Context: an optimization exercise on an open-source flow, tuned for small area and a short achievable clock period. The choices shown serve that exercise and are no tape-out recipe.
In this exercise RTL edits were held to simulation tests only and were not proved equivalent to the original.

## pepper
==> flow/design.v <==
module regbank_mp_wsel #(
    parameter int W = 32
) (
    input  logic         sel_m,
    input  logic         sel_a,
    input  logic         hold,
    input  logic [W-1:0] wdata_m,
    input  logic [W-1:0] wdata_a,
    input  logic [W-1:0] q,
    output logic [W-1:0] d
);
    assign d = ({W{sel_m}} & wdata_m) | ({W{sel_a}} & wdata_a) | ({W{hold}} & q);
endmodule
module regbank_mp_aoi3 (
    input  logic [2:0] sel,
    input  logic [2:0] data,
    output logic       y_n
);
    assign y_n = ~|(sel & data);
endmodule
module regbank_mp_nand3 (input logic [2:0] a, output logic y);
    assign y = ~&a;
endmodule
module regbank_mp_nand2 (input logic [1:0] a, output logic y);
    assign y = ~&a;
endmodule
module regbank_mp_oai21 (input logic a1, input logic a2, input logic b1, output logic y);
    assign y = ~((a1 | a2) & b1);
endmodule
module regbank_mp_rfin (
    input  logic [4:0] p_n,
    input  logic       store_ok,
    input  logic       byp_m,
    input  logic       wdata_m,
    input  logic       byp_a,
    input  logic       wdata_a,
    output logic       y
);
    logic q1, q2, s_n, bm_n, ba_n;
    regbank_mp_nand3 u_q1 (.a(p_n[2:0]), .y(q1));
    regbank_mp_nand2 u_q2 (.a(p_n[4:3]), .y(q2));
    regbank_mp_oai21 u_s  (.a1(q1), .a2(q2), .b1(store_ok), .y(s_n));
    regbank_mp_nand2 u_bm (.a({byp_m, wdata_m}), .y(bm_n));
    regbank_mp_nand2 u_ba (.a({byp_a, wdata_a}), .y(ba_n));
    regbank_mp_nand3 u_y  (.a({s_n, bm_n, ba_n}), .y(y));
endmodule
module regbank_mp_rbit (
    input  logic [14:0] sel,
    input  logic [14:0] data,
    input  logic        store_ok,
    input  logic        byp_m,
    input  logic        wdata_m,
    input  logic        byp_a,
    input  logic        wdata_a,
    output logic        y
);
    logic [4:0] p_n;
    for (genvar k = 0; k < 5; k++) begin : g_p
        regbank_mp_aoi3 u_aoi (.sel(sel[3*k +: 3]), .data(data[3*k +: 3]), .y_n(p_n[k]));
    end
    regbank_mp_rfin u_fin (
        .p_n(p_n), .store_ok(store_ok), .byp_m(byp_m), .wdata_m(wdata_m),
        .byp_a(byp_a), .wdata_a(wdata_a), .y(y)
    );
endmodule
module regbank_mp #(
    parameter int ADDR_WIDTH = 5,
    parameter int DATA_WIDTH = 32,
    parameter int DEPTH      = 16,
    parameter int NUM_RD     = 3,
    parameter int BYPASS     = 1,
    parameter int ZERO_REG   = 1
) (
    input  logic                             CLK,
    input  logic                             RST,
    input  logic [NUM_RD*ADDR_WIDTH-1:0]     RADDR,
    output logic [NUM_RD*DATA_WIDTH-1:0]     RDATA,
    output logic [NUM_RD-1:0]                RBUSY,
    input  logic                             WE_A,
    input  logic [ADDR_WIDTH-1:0]            WADDR_A,
    input  logic [DATA_WIDTH-1:0]            WDATA_A,
    input  logic                             WE_M,
    input  logic [ADDR_WIDTH-1:0]            WADDR_M,
    input  logic [DATA_WIDTH-1:0]            WDATA_M,
    input  logic                             LD_ISSUE,
    input  logic [ADDR_WIDTH-1:0]            LD_RD,
    output logic [ADDR_WIDTH:0]              BUSY_CNT
);
    localparam int NR = DEPTH;
    logic [DATA_WIDTH-1:0] regs_q [1:NR-1];
    logic [DATA_WIDTH-1:0] regs_d [1:NR-1];
    logic [NR-1:1]         valid_q;
    logic                  e_q;
    logic [NR-1:1]         busy_q;
    logic [3:0]            busy_cnt_q;    
    function automatic logic [3:0] pre_lo(input logic [ADDR_WIDTH-1:0] a);
        for (int i = 0; i < 4; i++) pre_lo[i] = (a[1:0] == 2'(i));
    endfunction
    function automatic logic [3:0] pre_hi(input logic [ADDR_WIDTH-1:0] a, input logic en);
        for (int i = 0; i < 4; i++) pre_hi[i] = en && (a[4:2] == 3'(i));
    endfunction
    function automatic logic [NR-1:1] dec(input logic [3:0] lo, input logic [3:0] hi);
        for (int j = 1; j < NR; j++) dec[j] = lo[j % 4] && hi[j / 4];
    endfunction
    logic [3:0] wa_lo, wa_hi, wm_lo, wm_hi, ld_lo, ld_hi;
    assign wa_lo = pre_lo(WADDR_A);  assign wa_hi = pre_hi(WADDR_A, WE_A);
    assign wm_lo = pre_lo(WADDR_M);  assign wm_hi = pre_hi(WADDR_M, WE_M);
    assign ld_lo = pre_lo(LD_RD);    assign ld_hi = pre_hi(LD_RD, LD_ISSUE);
    logic [NR-1:1] wa_dec, wm_dec, ld_dec, sel_a, hold;
    assign wa_dec = dec(wa_lo, wa_hi);
    assign wm_dec = dec(wm_lo, wm_hi);
    assign ld_dec = dec(ld_lo, ld_hi);
    assign sel_a = wa_dec & ~wm_dec;
    assign hold  = ~(wa_dec | wm_dec);
    for (genvar j = 1; j < NR; j++) begin : g_w
        regbank_mp_wsel #(.W(DATA_WIDTH)) u_wsel (
            .sel_m(wm_dec[j]), .sel_a(sel_a[j]), .hold(hold[j]),
            .wdata_m(WDATA_M), .wdata_a(WDATA_A), .q(regs_q[j]), .d(regs_d[j])
        );
    end
    always_ff @(posedge CLK) begin
        for (int j = 1; j < NR; j++) regs_q[j] <= regs_d[j];
        valid_q <= (valid_q & {(NR-1){e_q}}) | wa_dec | wm_dec;
    end
    always_ff @(posedge CLK or posedge RST) begin
        if (RST) e_q <= 1'b0;
        else     e_q <= 1'b1;
    end
    logic [NR-1:1] busy_d;
    logic [3:0]    busy_cnt_d;
    logic          cnt_dec, cnt_inc;
    always_comb begin
        busy_d  = (busy_q & ~wm_dec) | ld_dec;
        cnt_dec = |(busy_q & wm_dec);
        cnt_inc = |(ld_dec & ~(busy_q & ~wm_dec));
        case ({cnt_inc, cnt_dec})
            2'b10:   busy_cnt_d = busy_cnt_q + 4'd1;
            2'b01:   busy_cnt_d = busy_cnt_q - 4'd1;
            default: busy_cnt_d = busy_cnt_q;
        endcase
    end
    always_ff @(posedge CLK or posedge RST) begin
        if (RST) begin
            busy_q     <= '0;
            busy_cnt_q <= '0;
        end else begin
            busy_q     <= busy_d;
            busy_cnt_q <= busy_cnt_d;
        end
    end
    assign BUSY_CNT = {{(ADDR_WIDTH-3){1'b0}}, busy_cnt_q};
    for (genvar g = 0; g < NUM_RD; g++) begin : g_rd
        logic [ADDR_WIDTH-1:0] ra;
        logic [3:0]            r_lo, r_hi;
        logic [NR-1:1]         rdec;
        logic                  r_ok, m_match, a_match, ld_match, busy_rd;
        logic                  store_ok, byp_m, byp_a;
        logic [NR-2:0]         sel;
        assign ra   = RADDR[g*ADDR_WIDTH +: ADDR_WIDTH];
        assign r_lo = pre_lo(ra);
        assign r_hi = pre_hi({1'b0, ra[3:0]}, 1'b1);
        assign rdec = dec(r_lo, r_hi);
        assign sel  = rdec & valid_q;
        assign r_ok     = !(r_lo[0] && r_hi[0]) && !ra[4];
        assign m_match  = |(r_lo & wm_lo) && |(r_hi & wm_hi) && r_ok;
        assign a_match  = |(r_lo & wa_lo) && |(r_hi & wa_hi) && r_ok;
        assign ld_match = |(r_lo & ld_lo) && |(r_hi & ld_hi) && r_ok;
        assign busy_rd  = |(rdec & busy_q) && !ra[4];
        assign store_ok = !m_match && !a_match && !ra[4] && e_q;
        assign byp_m = !RST && m_match;
        assign byp_a = !RST && a_match && !m_match;
        for (genvar b = 0; b < DATA_WIDTH; b++) begin : g_b
            logic [NR-2:0] data;
            for (genvar j = 1; j < NR; j++) begin : g_d
                assign data[j-1] = regs_q[j][b];
            end
            regbank_mp_rbit u_rbit (
                .sel(sel), .data(data), .store_ok(store_ok),
                .byp_m(byp_m), .wdata_m(WDATA_M[b]), .byp_a(byp_a), .wdata_a(WDATA_A[b]),
                .y(RDATA[g*DATA_WIDTH + b])
            );
        end
        assign RBUSY[g] = busy_rd && !(m_match && !ld_match);
    end
endmodule
==> flow/config.mk <==
export PLATFORM = sky130hd
export DESIGN_NAME = regbank_mp
export DESIGN_NICKNAME = regbank_mp
export VERILOG_FILES = /design/flow/design.v
export SDC_FILE = /design/flow/constraint.sdc
export NUM_CORES = 4
export LEC_CHECK = 0
export CAP_MARGIN = 20
export CELL_PAD_IN_SITES_DETAIL_PLACEMENT = 1
export CELL_PAD_IN_SITES_GLOBAL_PLACEMENT = 1
export CORE_MARGIN = 2
export CORE_UTILIZATION = 35
export CTS_BUF_LIST = sky130_fd_sc_hd__clkbuf_8
export CTS_CLUSTER_DIAMETER = 60
export CTS_CLUSTER_SIZE = 12
export PLACE_DENSITY = 0.6
export SETUP_SLACK_MARGIN = 2.2
export SLEW_MARGIN = 20
export SYNTH_HIERARCHICAL = 1
export SYNTH_MINIMUM_KEEP_SIZE = 0
==> flow/constraint.sdc <==
create_clock -name core_clock -period 7.5 [get_ports {CLK}]
set_input_delay 1.5000 -clock core_clock [delete_from_list [all_inputs] [get_ports {CLK}]]
set_output_delay 1.5000 -clock core_clock [all_outputs]
set_load 0.01 [all_outputs]
standard.sh (not shown) runs the stock make flow with config.mk's settings and CLKGATE_MAP_FILE= SYNTH_SCRIPT=/design/flow/synth_recipe.tcl, a recipe that flattens the netlist after the stock synthesis.
==> flow/flow/run.sh <==
#!/bin/bash
# Standard layout, with plain buffers (instead of the default delay-cell choice) on the ports.
set -euo pipefail
bash standard.sh BUFFER_PORTS_ARGS="-buffer_cell sky130_fd_sc_hd__buf_2" finish > flow_make.log 2>&1
In summary, pepper completed successfully, with a layout that passed the timing, DRC and antenna checks.
Relative to pepper, the following input files were edited for harbor:
- SETUP_SLACK_MARGIN: 2.2 -> 2.4
- CORE_UTILIZATION: 35 -> 40
Notes after the runs:
Horizontal extent of the die: harbor vs pepper down 18 microns
In summary, pepper completed successfully, with a layout that passed the timing, DRC and antenna checks.
harbor never completed; the flow aborted with a tool error in global routing.
Per the comparison of harbor with pepper, placed instance count has decreased; starting density of the core +5.2 points; vertical extent of the die now smaller; placer's final routability congestion estimate now sits higher.
Changes in willow relative to harbor:
- CORE_UTILIZATION changed from 40 to 30
- SETUP_SLACK_MARGIN changed from 2.4 to 2.2
==> comparison <==
Summary of willow over harbor: starting utilization of the core area went down by 10 points; placement row count went up by 15; synthesized cell count comparable.
willow: PASS, flow complete, no timing, DRC or antenna violations
The inputs of violet differ from those of willow as listed below.
- CTS_CLUSTER_SIZE no longer set, was 12
- CTS_CLUSTER_DIAMETER no longer set, was 60
- SETUP_SLACK_MARGIN now 2.4, was 2.2
- CORE_UTILIZATION now 40, was 30
==> run notes <==
Status: violet FAILED at global routing (tool error)
The number of placed I/O pins of willow and that of violet are within noise of each other.
willow has higher height of the die than violet.
The number of buffers added for setup after CTS reported for violet is greater than that of willow by 23.
Inputs modified between violet and ember:
- an added CTS_CLUSTER_SIZE of 24
- an added CTS_CLUSTER_DIAMETER of 80
[summary]
Going from violet to ember, deepest level of the CTS H-tree has decreased, count of buffers added by post-CTS timing repair for setup has increased, post-cts sizing count has remained practically unchanged, async set-or-reset flop fraction in the synthesized netlist has remained practically unchanged.
As for a clean layout from ember and violet, there is none.
As the logs show, violet stopped at global routing after a tool error, so it never reached the end of the flow.
ember did not make it past global routing, where a tool error ended it.
Reported for ember and violet, starting density of the core turned out identical to the last digit.
NOTE clock buffer count from CTS violet->ember decreased by more than half

separate check: timing with driven ports:
No port has a modelled driver above. Below, the same layouts with a new extraction and two added sets of constraints.
Step 1: set_driving_cell puts a clkbuf_16 on CLK and a buf_2 on each other input, an assumption about the parent block.
Step 2 moves the port delays by t, midway between the first and last clock arrival at a register: inputs arrive t later, outputs are due t later. That takes back most of the time a late clock gives input paths.
a / b / c = ideal / step 1 / step 2; a / b = the first two.
run | t (ns) | setup slack, ns | worst setup path after step 2
pepper | 0.809 | 2.092 / 2.033 / 2.033 | input to output
willow | 0.815 | 2.121 / 2.044 / 2.044 | input to output
After both steps every run listed still meets setup and hold. The setup slack of willow, which loses most, moves by -0.077 ns with the drivers and by -0.077 ns with both steps.
